What follows belongs to an exercise in optimizing a design on an open flow for small area and a short achievable clock period; a production flow would make more cautious choices.
The RTL was checked by simulation tests, not by an equivalence proof against the original design.
Power and IR drop assume default switching activity.

==> flow/design.v (outline; a module is shown in full before it is edited, if it fits) <==
// module dsconv_top: 1249 lines
// module dsconv_fa: 10 lines
// module dsconv_ha: 9 lines
module dsconv_top (
    input  wire        clk,
    input  wire        rst,
    input  wire        start,
    input  wire [47:0] input_pixels,         
    output wire [6:0]  input_pixel_addr,
    output wire [11:0] output_pixel,
    output wire [6:0]  output_pixel_addr,
    output wire [1:0]  output_filter,
    output wire        ready,
    output wire        done
);
  // ...
==> flow/flow/run.sh <==
#!/bin/bash
# The standard layout (the standard.sh: standard synthesis and the ORFS
# steps), with two changes to how it optimises, not to what it is given:
#  - repair_timing aims for 7.4 ns of setup slack at the 11 ns clock, so that
#    paths are sped up well below the clock period;
#  - the input and output port buffers are buf_2 cells, not the delay cells
#    buffer_ports would pick.
set -euo pipefail
bash standard.sh SETUP_SLACK_MARGIN=7.4 "BUFFER_PORTS_ARGS=-buffer_cell sky130_fd_sc_hd__buf_2" finish > standard.log 2>&1
==> flow/standard.sh <==
#!/bin/bash
# synth_recipe.tcl (not shown) runs the flow's synth.tcl, then flattens the netlist and writes it again
# the make line also repeats each setting of config.mk as NAME=value (left out here)
make -C /OpenROAD-flow-scripts/flow DESIGN_CONFIG=/design/flow/config.mk WORK_HOME=/design/flow/orfs CLKGATE_MAP_FILE= SYNTH_SCRIPT=/design/flow/synth_recipe.tcl "${@:-finish}"
==> flow/config.mk <==
export PLATFORM = sky130hd
export DESIGN_NAME = dsconv_top
export DESIGN_NICKNAME = dsconv_top
export VERILOG_FILES = /design/flow/design.v
export SDC_FILE = /design/flow/constraint.sdc
export NUM_CORES = 4
export LEC_CHECK = 0
export CAP_MARGIN = 20
export CORE_MARGIN = 2
export CORE_UTILIZATION = 65
export CTS_CLUSTER_DIAMETER = 100
export CTS_CLUSTER_SIZE = 30
export SLEW_MARGIN = 20
export SYNTH_HIERARCHICAL = 1
export SYNTH_MINIMUM_KEEP_SIZE = 0
==> flow/constraint.sdc <==
create_clock -name core_clock -period 11.0 [get_ports {clk}]
set_input_delay 2.2000 -clock core_clock [delete_from_list [all_inputs] [get_ports {clk}]]
set_output_delay 2.2000 -clock core_clock [all_outputs]
set_load 0.01 [all_outputs]
==> impl_metrics.ini, run 1 <==
[finish]
top_area_cell_class = flip-flops and latches
clockNetworkAreaShare = 0.0287
final_common_cell = edfxtp_1
multi_input_gates = 1323
sh_seq_area = 0.721
multi_input_area_share = 0.206
regMostFlops = dl
area.sequential_mm2 = 0.0557
clkbuf_count = 133

[floorplanning]
initial_utilization = 0.656
n_tap_cell = 1488
die_h_um = 338

[logic_synthesis]
ys_seq_area_frac = 0.768
synth_common_cells = edfxtp_1, fa_1, dfxtp_1
synth.area.mux_share = 0.00336
synth_edf_count = 1620
synth_top_area_cell = edfxtp_1
yosysWarnings = 10
avgSynthCellArea_um2 = 20.5
synth_simple_gate_area_frac = 0.0210

[power_and_ir_drop]
p_clk_mw = 3.41
p_leak_nw = 27.5
switching_share = 0.274
p_int_mw = 12.0

[timing]
layout_setup_ws_ps = 7570
setup_viol = 0
fin_setup_tns_ps = 0

[run_status]
status = no timing/DRC/antenna violations

[drt]
drt-met1-wl_um = 47900

[grt]
grt_usage = 0.177
grt_pass1_vias = 29200
met3_usage = 0.0237

[critical_path]
path_class = flop to primary output
worst-path-buf-inv = 1
startpoint = out_r[9]$_DFF_P_
critPathCapture = output_pixel[9]

[placement]
io_buffers = 80
dp.cells = 5109

[clock_network]
cts_resized = 7
==> run 2: changes to the inputs <==
==> flow/flow/run.sh (replaced) <==
#!/bin/bash
# The standard layout (the standard.sh: standard synthesis and the ORFS
# steps), with two changes to how it optimises, not to what it is given:
#  - repair_timing aims for 8.0 ns of setup slack at the 11 ns clock, so that
#    paths are sped up well below the clock period;
#  - the input and output port buffers are buf_2 cells, not the delay cells
#    buffer_ports would pick.
set -euo pipefail
bash standard.sh SETUP_SLACK_MARGIN=8.0 "BUFFER_PORTS_ARGS=-buffer_cell sky130_fd_sc_hd__buf_2" finish > standard.log 2>&1
==> run 2 against run 1 <==
Against the previous run:
- critical path depth did not move
- clock skew down 0.70 ps
- die area unchanged
- fmax rose by 2.2%
- worst setup slack improved by 74 ps
- via count up 2.1%
- final cell count is 2.0% higher
- sequential power is 0.4% higher
- final area increased by 2.4%
- total power increased by 1.3%
- clock power is essentially flat
- routed wire length up 3.3%
==> impl_metrics.ini, run 2 <==
[run_status]
status = no timing/DRC/antenna violations

[finish]
areaGrowthSynthToFinish_pct = 9.02
fin_cells = 5360
largestRegisters = dl (1620), dwc (62), dws (62)
layout-drive-gt1-share = 0.135
mostFrequentLayoutCells = edfxtp_1, fa_1, dfxtp_1
final_common_cell = edfxtp_1
regMostFlops = dl
design_area_mm2 = 0.0791
largest_register_ffs = 1620
nets = 4509

[critical_path]
cp_slowest_stage_delay_ps = 380
worst-path-buf-inv = 1
worstPathCellList = buf_6
critPathLaunchType = flop
cp.required_ps = 8800
crit_arrival_ps = 1160
path_class = flop to primary output
critPathMaxFanout = 1
reg2reg_slack_ps = 7810
slowest_stage = dfxtp_4
critical-path-top-delay-family = flip-flops
cp-end-kind = primary output

[power_and_ir_drop]
p_comb_frac = 0.238
ir_drop_uv = 143
p_leak_nw = 28.1
switching_share = 0.275
power_density_mw_per_mm2 = 211
p_seq_frac = 0.558
p_switching_mw = 4.59
p_int_mw = 12.1
clock_power_share = 0.204

[grt]
grt_max_degree = 197
grt_pass1_wl_um = 162000
grt-ovfl-total = 0
grt_usage = 0.183
grt_pass1_vias = 29800
antenna_found_initial = 0

[logic_synthesis]
async_reset_ff_frac = 0
yosysWarnings = 10
synth_common_cells = edfxtp_1, fa_1, dfxtp_1
synth_edf_count = 1620
synth.area.top_cells = edfxtp_1, fa_1, dfxtp_1, ha_1, inv_1
synth_top_area_cell = edfxtp_1
avgSynthCellArea_um2 = 20.5
netlist_instances = 3541
netlist_area_mm2 = 0.0725
netlist.area_leader.share = 0.671
synth_most_common_cell = edfxtp_1
yosys_most_used_dff = edfxtp_1
yosysUniqueCellTypes = 72
ys_ff_latch = 1972
ys_seq_area_frac = 0.768

[drt]
ant_nets = 0
first_pass_iters = 5
wire_per_inst_um = 18.9
drc_errors = 0
vias_per_cell = 5.37
via_count = 28800
drt_wl_total_um = 101000
drt_iter0_drc = 2143

[placement]
dp.cells = 5109
gp_congestion = 0.791
place_area_mm2 = 0.0749
dp_hpwl_um = 62900
io_buffers = 80

[timing]
setup_viol = 0
finalCritPeriodShare = 0.305
finalHoldViolations = 0
rsz0062_at_grt = yes
max_clock_freq_ghz = 0.298
drv_slew = 0
clock_skew_ps = 31.9
hold_ws_ps = 413
final.min_clock_period_ps = 3360
tightestPinTransition_ps = 1090
max_slew_margin = 0.274

[clock_network]
clock-sinks = 1972
path_clk_slew_ps = 110
clockBufferDepth = 3
root_buffer = clkbuf_16
clk_latency_ps = 690
tritoncts = built
numCtsBuffers = 75
htree_num_levels = 3

[floorplanning]
rows = 122
io_pins = 81
die_h_um = 338
core-area_mm2 = 0.111
initial_utilization = 0.656
dieArea_mm2 = 0.114
die_x_um = 338

[flow_run]
maxCapViolCount = 0

[worst_hold_path]
hold_class = flop to flop
run 2: routing by layer:
layer / up-vias / part of all wire / track usage
met5: - / 0 / 0
met4: 0 / 0.016 / 0.0401
met3: 123 / 0.035 / 0.0244
met2: 433 / 0.46 / 0.274
met1: 14900 / 0.49 / 0.294
li1: 13300 / - / -
run 2: worst paths after layout:
kind	startpoint	end	depth (start not counted)
min reg2reg	x0[41]$_DFF_P_	dl[41]$_DFFE_PP_	0
max	out_r[9]$_DFF_P_	output_pixel[9]	1
min	x0[41]$_DFF_P_	dl[41]$_DFFE_PP_	0
max reg2reg	fsel[2]$_SDFFE_PP0P_	pws[3]$_DFF_P_	9
run 2: worst reg2reg max path, cell delays in order (launching register included):
cell	delay, ps
dfxtp_4	400
buf_12	140
buf_16	130
nor2b_4	130
a21oi_2	110
o211ai_1	150
fa_2	600
fa_1	440
fa_2	550
fa_2	430
run 2: repair_timing:
item	4_1_cts	5_1_grt
pin swaps	194	72
buffers inserted	65	37
hold buffers	0	0
setup endpoints to repair	605	417
gates cloned	10	0
resized for setup	216	75
run 2: cell type report:
class                   count  area [µm²]
diodes                      1        2.50
clock buffers             133        2160
clock inverters             5        62.6
fillers                  6704       31600
inverters                 228         872
multi-input cells        1323       16400
flip-flops and latches   1972       55700
well taps                1488        1860
repair buffers            207        1910
repair inverters            3        21.3
run 2: per-stage QoR:
| stage | setup TNS, ps | power, mW | util | worst slack, ps |
|---|---|---|---|---|
| 5_1_grt | 0 | 17.8 | 0.715 | 7580 |
| 2_1_floorplan | -1382170 | 12.3 | - | -853 |
| 6_report | 0 | 16.7 | 0.715 | 7640 |
| 3_3_place_gp | 0 | 13.2 | 0.677 | 6940 |
| 3_5_place_dp | 0 | 13.3 | 0.677 | 7100 |
| 4_1_cts | 0 | 16.9 | 0.710 | 7580 |
run 2: cells by family (layout without fill, tap and decap cells):
family          Yosys count  after routing  share of synthesized area
mux                      23             23                    0.00336
other cells               1             22                  0.0000517
simple gates            297            297                     0.0210
buf+inv                 266            576                     0.0139
fa+ha+maj               649            649                      0.161
flops                  1972           1972                      0.768
xor+xnor                 68             68                    0.00821
compound gates          265            265                     0.0247
run 2: power groups by stage:
stage	sequential [mW]	clock [mW]	combinational, mW
finish	9.31	3.41	3.98
global route	9.38	3.81	4.60
CTS	9.32	3.56	4.00
detailed placement	9.45	0	3.89
global placement	9.44	0	3.78
floorplan	9.52	0	2.82
run 2: per-module statistics from Yosys, one instance, submodules excluded:
| module | copies in the design | flops+latches |
|---|---|---|
| dsconv_fa | 475 | 0 |
| dsconv_ha | 84 | 0 |
| dsconv_top | 1 | 1972 |
==> run 3: changes to the inputs <==
==> flow/flow/run.sh (replaced) <==
#!/bin/bash
# The standard layout (the standard.sh: standard synthesis and the ORFS
# steps), with two changes to how it optimises, not to what it is given:
#  - repair_timing aims for 7.7 ns of setup slack at the 11 ns clock, so that
#    paths are sped up well below the clock period;
#  - the input and output port buffers are buf_2 cells, not the delay cells
#    buffer_ports would pick.
set -euo pipefail
bash standard.sh SETUP_SLACK_MARGIN=7.7 "BUFFER_PORTS_ARGS=-buffer_cell sky130_fd_sc_hd__buf_2" finish > standard.log 2>&1
==> run 3 against run 2 <==
Against the previous run:
- still clean on timing, DRC and antenna
- sequential power about the same
- sequential share of layout area increased by 1.3 points
- hold slack about the same
- synthesized area unchanged
- clock-buffer cell count unchanged
- final area decreased by 1.8%
- clock skew decreased by 0.53 ps
- total power decreased by 1.2%
- fmax about the same
- flip-flop and latch count unchanged
- combinational power decreased by 4%
==> impl_metrics.ini, run 3 <==
[logic_synthesis]
netlist_instances = 3541
ys_ff_latch = 1972
synth_edf_count = 1620
synth.area.mux_share = 0.00336
synth_fa_ha_area_frac = 0.161
ys_seq_area_frac = 0.768
synth_most_common_cell = edfxtp_1
avgSynthCellArea_um2 = 20.5
yosysWarnings = 10
synth_top_area_cell = edfxtp_1
synth_xor_area_frac = 0.00821
yosysUniqueCellTypes = 72
yosys_most_used_dff = edfxtp_1
synth_common_cells = edfxtp_1, fa_1, dfxtp_1
synth_compound_area_frac = 0.0247
netlist_area_mm2 = 0.0725
synth.area.top_cells = edfxtp_1, fa_1, dfxtp_1, ha_1, inv_1
netlist.area_leader.share = 0.671
async_reset_ff_frac = 0
synth_top_family_by_area = adder cells
synth_simple_gate_area_frac = 0.0210

[floorplanning]
initial_utilization = 0.656
dieArea_mm2 = 0.114
die_h_um = 338
die_x_um = 338
rows = 122
core-area_mm2 = 0.111
io_pins = 81

[timing]
rsz0062_at_grt = yes
final.min_clock_period_ps = 3360
fin_setup_tns_ps = 0
finalHoldViolations = 0
finalCritPeriodShare = 0.305
max_clock_freq_ghz = 0.298
hold_ws_ps = 413
drv_slew = 0
setup_viol = 0
max_slew_margin = 0.259
clock_skew_ps = 31.4
tightestPinTransition_ps = 1110

[drt]
drt_wl_total_um = 98700
first_pass_iters = 5
drc_errors = 0
vias_per_cell = 5.38
drt_iter0_drc = 2160
via_count = 28300
ant_nets = 0
wire_per_inst_um = 18.7

[clock_network]
clockBufferDepth = 3
holdBufCountCts = 0
numCtsBuffers = 75
htree_num_levels = 3
clock-sinks = 1972
root_buffer = clkbuf_16
path_clk_slew_ps = 110
clk_latency_ps = 690
tritoncts = built

[critical_path]
path_class = flop to primary output
cp-end-kind = primary output
critPathLaunchType = flop
slowest_stage = dfxtp_4
worst-path-buf-inv = 1
critPathMaxFanout = 1
worstPathCellList = buf_6
crit_arrival_ps = 1160
critical-path-top-delay-family = flip-flops
cp_slowest_stage_delay_ps = 380
cp.required_ps = 8800

[power_and_ir_drop]
ir_drop_uv = 143
p_leak_nw = 27.6
power_density_mw_per_mm2 = 212

[placement]
dp_hpwl_um = 62900
gp_congestion = 0.791
place_area_mm2 = 0.0749
io_buffers = 80

[grt]
grt-ovfl-total = 0
grt_usage = 0.178
antenna_found_initial = 0
grt_max_degree = 197
grt_pass1_vias = 29300
grt_pass1_wl_um = 159000

[finish]
mostFrequentLayoutCells = edfxtp_1, fa_1, dfxtp_1
largest_register_ffs = 1620
fillers = 6817
largestRegisters = dl (1620), dwc (62), dws (62)
regMostFlops = dl
areaGrowthSynthToFinish_pct = 7.08
nets = 4414
final_common_cell = edfxtp_1
layout-drive-gt1-share = 0.0710
design_area_mm2 = 0.0777

[flow_run]
maxCapViolCount = 0

[run_status]
status = no timing/DRC/antenna violations

[worst_hold_path]
hold_class = flop to flop
## run 3: cell count changes in the layout (fill, tap and decap cells not counted), sizes merged
cell / previous run / this run
inv: 232 / 230
buf: 203 / 110
clkinvlp: 3 / 2
bufbuf: 4 / 1
clkinv: 1 / 2
clkbuf: 133 / 136
## run 3: kinds of logic (layout without fill, tap and decap cells)
logic type | Yosys count | count (layout)
buffers and inverters | 266 | 481
AO/OA/AOI/OAI | 265 | 265
multiplexers | 23 | 23
AND/OR/NAND/NOR | 297 | 297
other | 1 | 22
XOR/XNOR | 68 | 68
adder cells (fa/ha/maj) | 649 | 649
flip-flops | 1972 | 1972
## run 3: metrics by stage
stage / cells / total power, mW / setup slack [ps] / util
after floorplan: 3561 / 12.3 / -853 / -
after global placement: 5109 / 13.2 / 6940 / 0.677
after detailed placement: 5109 / 13.3 / 7100 / 0.677
after CTS: 5257 / 16.8 / 7580 / 0.700
after global routing: 5264 / 17.6 / 7580 / 0.702
final: 5265 / 16.5 / 7640 / 0.702
## run 3: path summary, 6_finish.rpt
path	slack, ps	depth (start not counted)	endpoint	startpoint
worst max-delay path	7640	1	output_pixel[9]	out_r[9]$_DFF_P_
worst min-delay path	410	0	dl[41]$_DFFE_PP_	x0[41]$_DFF_P_
worst max register to register	7770	6	dws[0][6]$_DFF_P_	dl[1494]$_DFFE_PP_
worst min register to register	410	0	dl[41]$_DFFE_PP_	x0[41]$_DFF_P_
## run 3: what timing repair did
action                     CTS  global route
setup endpoints to repair  550           544
resized for setup           65            27
pin swaps                    0             6
buffers inserted             8             4
cloned                       2             3
## run 3: layout make-up
type                       instances  area [µm²]  area share
tap                             1488        1860      0.0240
clock inverter                     5        62.6    0.000805
sequential                      1972       55700       0.718
timing repair inverter             1        7.51   0.0000966
timing repair buffer             114        1030      0.0133
clock buffer                     133        2160      0.0278
multi-input combinational       1323       15900       0.205
inverter                         228         872      0.0112
antenna                            1        2.50   0.0000322
## run 3: power breakdown
| group | internal [mW] | switching [mW] | total [mW] |
|---|---|---|---|
| Sequential | 8.90 | 0.383 | 9.28 |
| Clock | 1.37 | 2.04 | 3.41 |
| Combinational | 1.72 | 2.10 | 3.82 |
## run 3: per-layer routing
metal	routed length [µm]	share of wire	GRT usage	vias up
met2	45700	0.46	0.267	369
met5	0	0	0	-
met3	3300	0.033	0.0239	108
li1	-	-	-	13100
met4	1430	0.014	0.0394	0
met1	48200	0.49	0.287	14700
## run 3: modules after synthesis (local to each module, per instance)
| module | flops+latches | cells | times used |
|---|---|---|---|
| dsconv_ha | 0 | 1 | 84 |
| dsconv_top | 1972 | 2982 | 1 |
| dsconv_fa | 0 | 1 | 475 |

-- what the ideal ports hide --
The results above use ideal ports. As a check the final layouts listed here were re-extracted and re-timed, cells and wires unchanged.
Step 1 sets driving cells, clkbuf_16 on the clock port and buf_2 on the other inputs (assumed; they add their load-dependent delay and slew).
Step 2 also shifts input and output timing later by t, the mid clock arrival at the registers, as if the neighbouring blocks saw the same clock.
Slacks: no drivers / after step 1 / after step 2; pairs: no drivers / after step 1.
| run | t, ns | setup WS [ns] | worst hold slack (ns) | clock arrival spread, ns | worst register clock-pin slew, ns |
|---|---|---|---|---|---|
| run 1 | 0.747 | 7.567 / 7.493 / 7.191 | 0.413 / 0.413 / 0.413 | 0.036 / 0.036 | 0.12 / 0.12 |
| run 2 | 0.746 | 7.641 / 7.567 / 7.486 | 0.413 / 0.413 / 0.413 | 0.034 / 0.034 | 0.12 / 0.12 |
| run 3 | 0.746 | 7.643 / 7.568 / 7.201 | 0.413 / 0.413 / 0.413 | 0.035 / 0.036 | 0.12 / 0.12 |
After both steps setup and hold are still met in every run listed. For run 3, which loses most, drivers alone change the setup slack by -0.075 ns; drivers and shift together by -0.442 ns.
